Context: an optimization exercise on an open-source flow, tuned for small area, a short achievable clock period and few clock cycles. The choices shown serve that exercise and are no tape-out recipe.
Only simulation tests tie the RTL to the original design; equivalence was not proved.

===== run.sh =====
#!/bin/bash
# synth_recipe.tcl (not shown) runs the flow's synth.tcl, then flattens the netlist and writes it again
# the make line also repeats each setting of config.mk as NAME=value (left out here)
make -C /OpenROAD-flow-scripts/flow DESIGN_CONFIG=/design/flow/config.mk WORK_HOME=/design/flow/orfs CLKGATE_MAP_FILE= SYNTH_SCRIPT=/design/flow/synth_recipe.tcl finish

===== config.mk =====
export PLATFORM = sky130hd
export DESIGN_NAME = tx_duration
export DESIGN_NICKNAME = tx_duration
export VERILOG_FILES = /design/flow/design.v
export SDC_FILE = /design/flow/constraint.sdc
export NUM_CORES = 4
export LEC_CHECK = 0
export CAP_MARGIN = 20
export CORE_MARGIN = 2
export CORE_UTILIZATION = 40
export SLEW_MARGIN = 20

===== constraint.sdc =====
create_clock -name core_clock -period 9.0 [get_ports {clk}]
set_input_delay 1.8000 -clock core_clock [delete_from_list [all_inputs] [get_ports {clk}]]
set_output_delay 1.8000 -clock core_clock [all_outputs]
set_load 0.01 [all_outputs]

===== design.v =====
`timescale 1ns/100ps
`default_nettype none
package dur_pkg;
	typedef logic [3:0] rate_code_t;
	typedef logic [3:0] rate_idx_t;
	typedef logic [15:0] dur_t;         
	typedef logic [11:0] frame_len_t;   
	typedef logic [7:0]  resp_len_t;    
	typedef enum logic {
		dur_bcast  = 1'b0,
		dur_single = 1'b1
	} dur_kind_t;
	localparam int NUM_RATES      = 12;
	localparam int FIRST_OFDM_IDX = 4;
	localparam int OFDM_PREAMBLE_US = 16;
	localparam int OFDM_SIGNAL_US   = 4;
	localparam int OFDM_SYMBOL_US   = 4;
	localparam int SIGNAL_EXT_US    = 6;
	localparam int SERVICE_BITS     = 16;
	localparam int TAIL_BITS        = 6;
	localparam int CCK_LONG_PLCP_US  = 192;
	localparam int CCK_SHORT_PLCP_US = 96;
	localparam int INV_FRAC_BITS = 8;  
	function automatic rate_idx_t rate_code_to_index(input rate_code_t code);
		rate_idx_t idx;
		if (code[3]) begin
			idx = rate_idx_t'(code[1:0]);  
		end else begin
			case (code[2:0])
				3'd0: idx = 4'd10;  
				3'd1: idx = 4'd8;   
				3'd2: idx = 4'd6;   
				3'd3: idx = 4'd4;   
				3'd4: idx = 4'd11;  
				3'd5: idx = 4'd9;   
				3'd6: idx = 4'd7;   
				default: idx = 4'd5;  
			endcase
		end
		rate_code_to_index = idx;
	endfunction
endpackage
`default_nettype wire
`timescale 1ns/100ps
`default_nettype none
module basic_rate_sel (
	input  dur_pkg::rate_idx_t            data_idx,
	input  wire logic [dur_pkg::NUM_RATES-1:0] basic_rate_set,
	output dur_pkg::rate_idx_t                 resp_idx
);
	dur_pkg::rate_idx_t floor_idx;
	assign floor_idx = (data_idx < dur_pkg::rate_idx_t'(dur_pkg::FIRST_OFDM_IDX)) ?
		dur_pkg::rate_idx_t'(0) : dur_pkg::rate_idx_t'(dur_pkg::FIRST_OFDM_IDX);
	always_comb begin
		resp_idx = floor_idx;
		for (int i = 0; i < dur_pkg::NUM_RATES; i++) begin
			if (basic_rate_set[i] && dur_pkg::rate_idx_t'(i) >= floor_idx &&
				dur_pkg::rate_idx_t'(i) <= data_idx)
				resp_idx = dur_pkg::rate_idx_t'(i);  
		end
	end
endmodule
`default_nettype wire
`timescale 1ns/100ps
`timescale 1ns/100ps
`default_nettype none
module frame_airtime (
	input  wire logic [18:0] nb,
	input  wire logic [1:0]  s,
	input  wire logic [15:0] inv,
	input  wire logic [15:0] y,
	output dur_pkg::dur_t    out
);
	logic [23:0] k, a;
	logic [15:0] lomask;
	always_comb begin
		lomask = ~(16'hffff << s);
		k      = {y & ~lomask, 8'h00} | (24'hff << s);
		a      = 24'(nb) * 24'(inv) + k;
		out    = (a[23:8] & ~lomask) | (y & lomask);
	end
endmodule
`default_nettype wire
`timescale 1ns/100ps
`timescale 1ns/100ps
`default_nettype none
module tx_duration #(
	parameter int INV_W = 16
) (
	input  wire logic                 clk,
	input  wire logic                 arst_n,
	input  wire logic                 start,
	input  dur_pkg::dur_kind_t            dur_kind,
	input  dur_pkg::rate_code_t           data_rate,
	input  dur_pkg::resp_len_t            resp_len,
	input  dur_pkg::frame_len_t           next_len,
	input  wire logic                 long_pre,
	input  wire logic [dur_pkg::NUM_RATES-1:0] basic_rate_set,
	input  dur_pkg::dur_t                 sifs,
	output logic                      tab_en,
	output dur_pkg::rate_idx_t                 tab_addr,
	input  wire logic [INV_W-1:0]     tab_data,
	output logic                      dur_valid,
	output dur_pkg::dur_t                      dur,
	output dur_pkg::rate_idx_t                 resp_rate
);
	dur_pkg::rate_idx_t data_idx;
	dur_pkg::rate_idx_t resp_idx;
	logic s_rd;    
	logic s_d1;    
	logic s_d2;    
	logic idle;
	logic has_resp, has_next, both, go;
	logic is_ofdm;
	logic nxt_resp, nxt_dbl;
	dur_pkg::frame_len_t nxt_len;
	logic [15:0] nbits;
	logic [18:0] nb_q;
	dur_pkg::dur_t cst, part, pre, sum;
	assign data_idx = dur_pkg::rate_code_to_index(data_rate);
	basic_rate_sel sel0 (
		.data_idx(data_idx), .basic_rate_set(basic_rate_set), .resp_idx(resp_idx)
	);
	assign has_resp = |resp_len;
	assign has_next = |next_len;
	assign both     = has_resp & has_next;
	assign idle     = ~(s_rd | s_d1 | s_d2);
	assign go       = idle & start & (dur_kind == dur_pkg::dur_single) & (has_resp | has_next);
	assign is_ofdm  = ~data_rate[3];
	always_ff @(posedge clk or negedge arst_n) begin
		if (!arst_n) begin
			s_rd      <= 1'b0;
			s_d1      <= 1'b0;
			s_d2      <= 1'b0;
			tab_en    <= 1'b0;
			dur_valid <= 1'b0;
		end else begin
			s_rd      <= go;
			s_d1      <= s_rd;
			s_d2      <= s_d1 & both;
			tab_en    <= go | (s_rd & both);
			dur_valid <= (idle & start & ~go) | (s_d1 & ~both) | s_d2;
		end
	end
	assign nxt_resp = s_d1 | ~has_next;    
	assign nxt_dbl  = s_d1;
	assign nxt_len  = nxt_resp ? dur_pkg::frame_len_t'(resp_len) : next_len;
	assign nbits    = {1'b0, nxt_len, 3'b000} + (is_ofdm ? 16'd22 : 16'd0);
	assign cst      = is_ofdm ? 16'd26 : (long_pre ? 16'd192 : 16'd96);
	assign part     = cst + sifs;
	assign pre      = both ? part + {part[14:0], 1'b0} : part;
	always_ff @(posedge clk) begin
		nb_q <= 19'(nbits) << {is_ofdm, nxt_dbl};
	end
	frame_airtime air0 (
		.nb(nb_q), .s({is_ofdm, s_d2}), .inv(tab_data), .y(dur), .out(sum)
	);
	always_ff @(posedge clk) begin
		if (idle)
			tab_addr <= (dur_kind == dur_pkg::dur_bcast) ? dur_pkg::rate_idx_t'(0) :
				(has_next ? data_idx : resp_idx);
		else
			tab_addr <= resp_idx;
		if (s_d1 | s_d2)
			dur <= sum;
		else if (s_rd)
			dur <= pre;
		else
			dur <= '0;
	end
	assign resp_rate = tab_addr;
endmodule
`default_nettype wire

==> summary.txt <==
Detailed routing
  – Final wirelength: 25.6 mm
  – Met3 Routed Length: 1.10 mm
  – Total length of routed met2 wires: 11.5 mm
  – DR top layer: met4
  – Post-DR wirelength/cell: 15.5 um
  – Initial drt markers: between 400 and 500
  – DRC viols: 0
  – Vias per cell: 4.92
  – Via count: ~8,000
  – TritonRoute pass-1 iters: 5
  – M1 wire length: 12.7 mm
  – DRT antenna net count: 0

Clock tree
  – H-tree levels: 2
  – Clock sinks: 43
  – Cts bufs inserted: 5
  – Resize count post-CTS: 0
  – CTS tree: yes
  – CTS root buffer: clkbuf_16
  – CTS hold repair buffers: 0
  – Clock latency (worst-skew pair): 0.29 ns
  – Clk slew on worst S/H paths: 0.06 ns
  – Post-CTS Setup Repair Bufs: 0
  – Clock Tree Buf Depth: 2

Placed design
  – I/O Buffers: 96
  – Gpl congestion: 0.879
  – HPWL Detailed: 21.6 mm

Worst setup path
  – R2r startpoint: nb_q[5]
  – Reg2Reg Depth: 17
  – Arrival @ worst endpoint: roughly 8 ns
  – Critical path launch point type: input pin
  – Worst-path fanout max: 17
  – WS Path Type: in -> reg
  – Worst R2R Setup Slack: around 2.8 ns
  – Critical path data required time: 9.15 ns
  – CP endpoint kind: flop
  – Critical R2R Capture: dur[15]

Synthesis
  – Yosys warns: 3
  – Synth Instances: approximately 1,300
  – Distinct cells, synth: 67
  – Mean Syn Cell Area: 8.49 um^2
  – Seq/Total Area, Yosys: 8.61%
  – Most used flip-flop cell after synthesis: dfxtp_1
  – Cell area after synthesis: 10,600 um^2
  – Ys async rst share: 11.6%
  – Number of synthesized flops with an enable pin: 3
  – Seq cells post-synth: 43

Timing
  – RSZ-0062 raised after global routing: no
  – Max Freq: around 0.13 GHz
  – Setup TNS: 0 ns
  – Clk_skew: 0.00618 ns
  – Tmin final: 7.91 ns
  – Final Setup Violations: 0
  – Pins Over Slew Limit: 0
  – Slew headroom: 37.9%
  – Worst Tran Pin Value: just over 0.9 ns
  – WHS: 0.525 ns
  – Final hold violations: 0
  – Crit share post-route: 87.9%

Floorplan
  – IO Count: 99
  – Row count: 59
  – Die height: around 170 um
  – Core Region: 26,100 um^2
  – Die Span X: 167 um
  – Die Area: 27,900 um^2
  – Initial Util: about two fifths

Hold path
  – Worst min path class: reg -> reg
  – HP Start: s_rd
  – Hold-critical path depth: 0
  – Hold EP: s_d1

Layout
  – Layout Area Growth over Synthesis: 13.0%
  – ANT cells: 0
  – Ratio of cells with drive above 1 in the final layout: 2.97%
  – Filler Cells Inserted: ~2,600
  – Total Nets Final: 1,661

GRT
  – Antenna violations before repair: 0
  – Number of global-route vias before repair: 8,661
  – Largest net degree at the start of global routing: 34
  – Remaining Overflow, GRT: 0
  – Tot GR Track Use: 19.5%
  – Global-route wire length before repair: 44.4 mm

Run status
  – Status: no timing/DRC/antenna violations

Job
  – # Max-Cap Violations: 0
==> per-layer routing <==
layer	vias up	track usage [%]
met4	0	3.75
met3	16	2.27
met1	3961	28.9
li1	3966	-
met5	-	0
met2	173	31.0
==> layout make-up <==
cell class	instances	area [um^2]	area share [%]
flip-flops and latches	43	917	7.63
well taps	335	419	3.49
repair buffers	101	998	8.30
inverters	274	1030	8.55
multi-input cells	889	8500	70.7
clock inverters	2	13.8	0.114
clock buffers	6	150	1.25
==> cells in the final DEF, fill, tap and decap left out, types with 5 or more instances in the layout <==
master           count
and3_1               8
ha_1                88
buf_4                5
nor3_1              14
o21ai_0             24
nor2_1              36
and2_1              98
nand4_1              6
xor2_1              28
inv_1              273
a21o_1              13
mux2i_1             16
clkbuf_16            6
o22ai_1             13
fa_1               186
a211oi_1             5
clkdlybuf4s50_1     96
a21oi_1             37
nand3_1             14
nand2_1            169
dfxtp_1             35
xnor2_1             49
o21ai_1              8
o21a_1               6
==> stage by stage <==
step           cells  util (%)  worst slack, ns  instance area, um^2
6_report        1650      46.1             1.09                12000
5_1_grt         1650      46.1            0.648                12000
4_1_cts         1650      46.1             1.05                12000
3_5_place_dp    1642      45.5            0.788                11900
3_3_place_gp    1642      45.5            0.828                11900
2_1_floorplan   1256         -             1.89                10700
==> critical path: stages <==
cell and delay [ns]:
clkdlybuf4s50_1 0.80, and2_1 0.39, fa_1 0.55, inv_1 0.06, fa_1 0.57, fa_1 0.44
fa_1 0.51, inv_1 0.06, fa_1 0.52, inv_1 0.07, fa_1 0.54, inv_1 0.04
ha_1 0.31, o21ai_0 0.09, a21oi_1 0.24, nand4_1 0.15, o21a_1 0.21, o21ai_0 0.28
a31o_2 0.21, xnor2_1 0.12, o22ai_1 0.09
==> synth_stat cells, types with 4 or more instances <==
| cell | instances | area (um^2) |
|---|---|---|
| clkbuf_1 | 39 | 146 |
| nand2_1 | 169 | 634 |
| fa_1 | 186 | 3720 |
| o22ai_1 | 13 | 81.3 |
| nor2_1 | 36 | 135 |
| o21ai_1 | 8 | 40.0 |
| and4_1 | 4 | 35.0 |
| nor2b_1 | 4 | 25.0 |
| buf_4 | 5 | 37.5 |
| o21a_1 | 6 | 45.0 |
| and2_1 | 98 | 613 |
| xnor2_1 | 49 | 429 |
| xor2_1 | 28 | 245 |
| a21oi_1 | 37 | 185 |
| nand2b_1 | 4 | 25.0 |
| inv_1 | 273 | 1020 |
| dfxtp_1 | 35 | 701 |
| dfrtp_1 | 5 | 125 |
| nand4_1 | 6 | 37.5 |
| and3_1 | 8 | 50.1 |
| nand3_1 | 14 | 70.1 |
| ha_1 | 88 | 1100 |
| o21ai_0 | 24 | 120 |
| a211oi_1 | 5 | 37.5 |
| a31oi_1 | 4 | 25.0 |
| nor3_1 | 14 | 70.1 |
| mux2i_1 | 16 | 160 |
| a21o_1 | 13 | 97.6 |
==> state kept, by name, indices dropped and copies added (netlist names), named ones only <==
signal / cells
dur_valid: 1
dur: 13
tab_en: 1
nb_q: 18
tab_addr: 4
s_d1: 1
s_rd: 1
s_d2: 1
==> how the worst max path moves through the flow <==
stage	start	end	slack, ns	cells past startpoint
final	tab_data[6]	dur[15]	1.09	21
after global routing	tab_data[6]	dur[15]	0.65	20
after CTS	tab_data[6]	dur[15]	1.05	20
after detailed placement	tab_data[6]	dur[15]	0.79	21
after global placement	tab_data[6]	dur[15]	0.83	20
after floorplan	tab_data[3]	dur[13]	1.89	21
==> kinds of logic after synthesis <==
| logic type | share of synthesized area (%) |
|---|---|
| flops | 8.61 |
| compound gates | 8.72 |
| other cells | 0.0352 |
| buf+inv | 11.6 |
| simple gates | 17.4 |
| mux | 1.82 |
| fa+ha+maj | 45.3 |
| xor+xnor | 6.49 |
Testbench counts, summed over its fixed seeds: cycles 7,504.

## afterwards: timing with drivers on the ports
In the flow no input, the clock included, has a driving cell. The finished layout below was timed again as built, in two steps. Step 1 assumes that a clkbuf_16 drives the clock port and a buf_2 every other input. Step 2 moves the port delays by t, midway between the first and last clock arrival at a register: inputs arrive t later, outputs are due t later. That takes back most of the time a late clock gives input paths. a / b / c = ideal / step 1 / step 2; a / b = the first two.
t, ns: 0.327
setup slack, ns: 1.090 / 1.101 / 0.774
worst setup path after step 2: input to register
latest minus earliest clock arrival (ns): 0.006 / 0.006
pins driven straight from the clock port: 1
After both steps setup and hold are still met in this run. For this run, drivers alone change the setup slack by +0.011 ns; drivers and shift together by -0.316 ns.
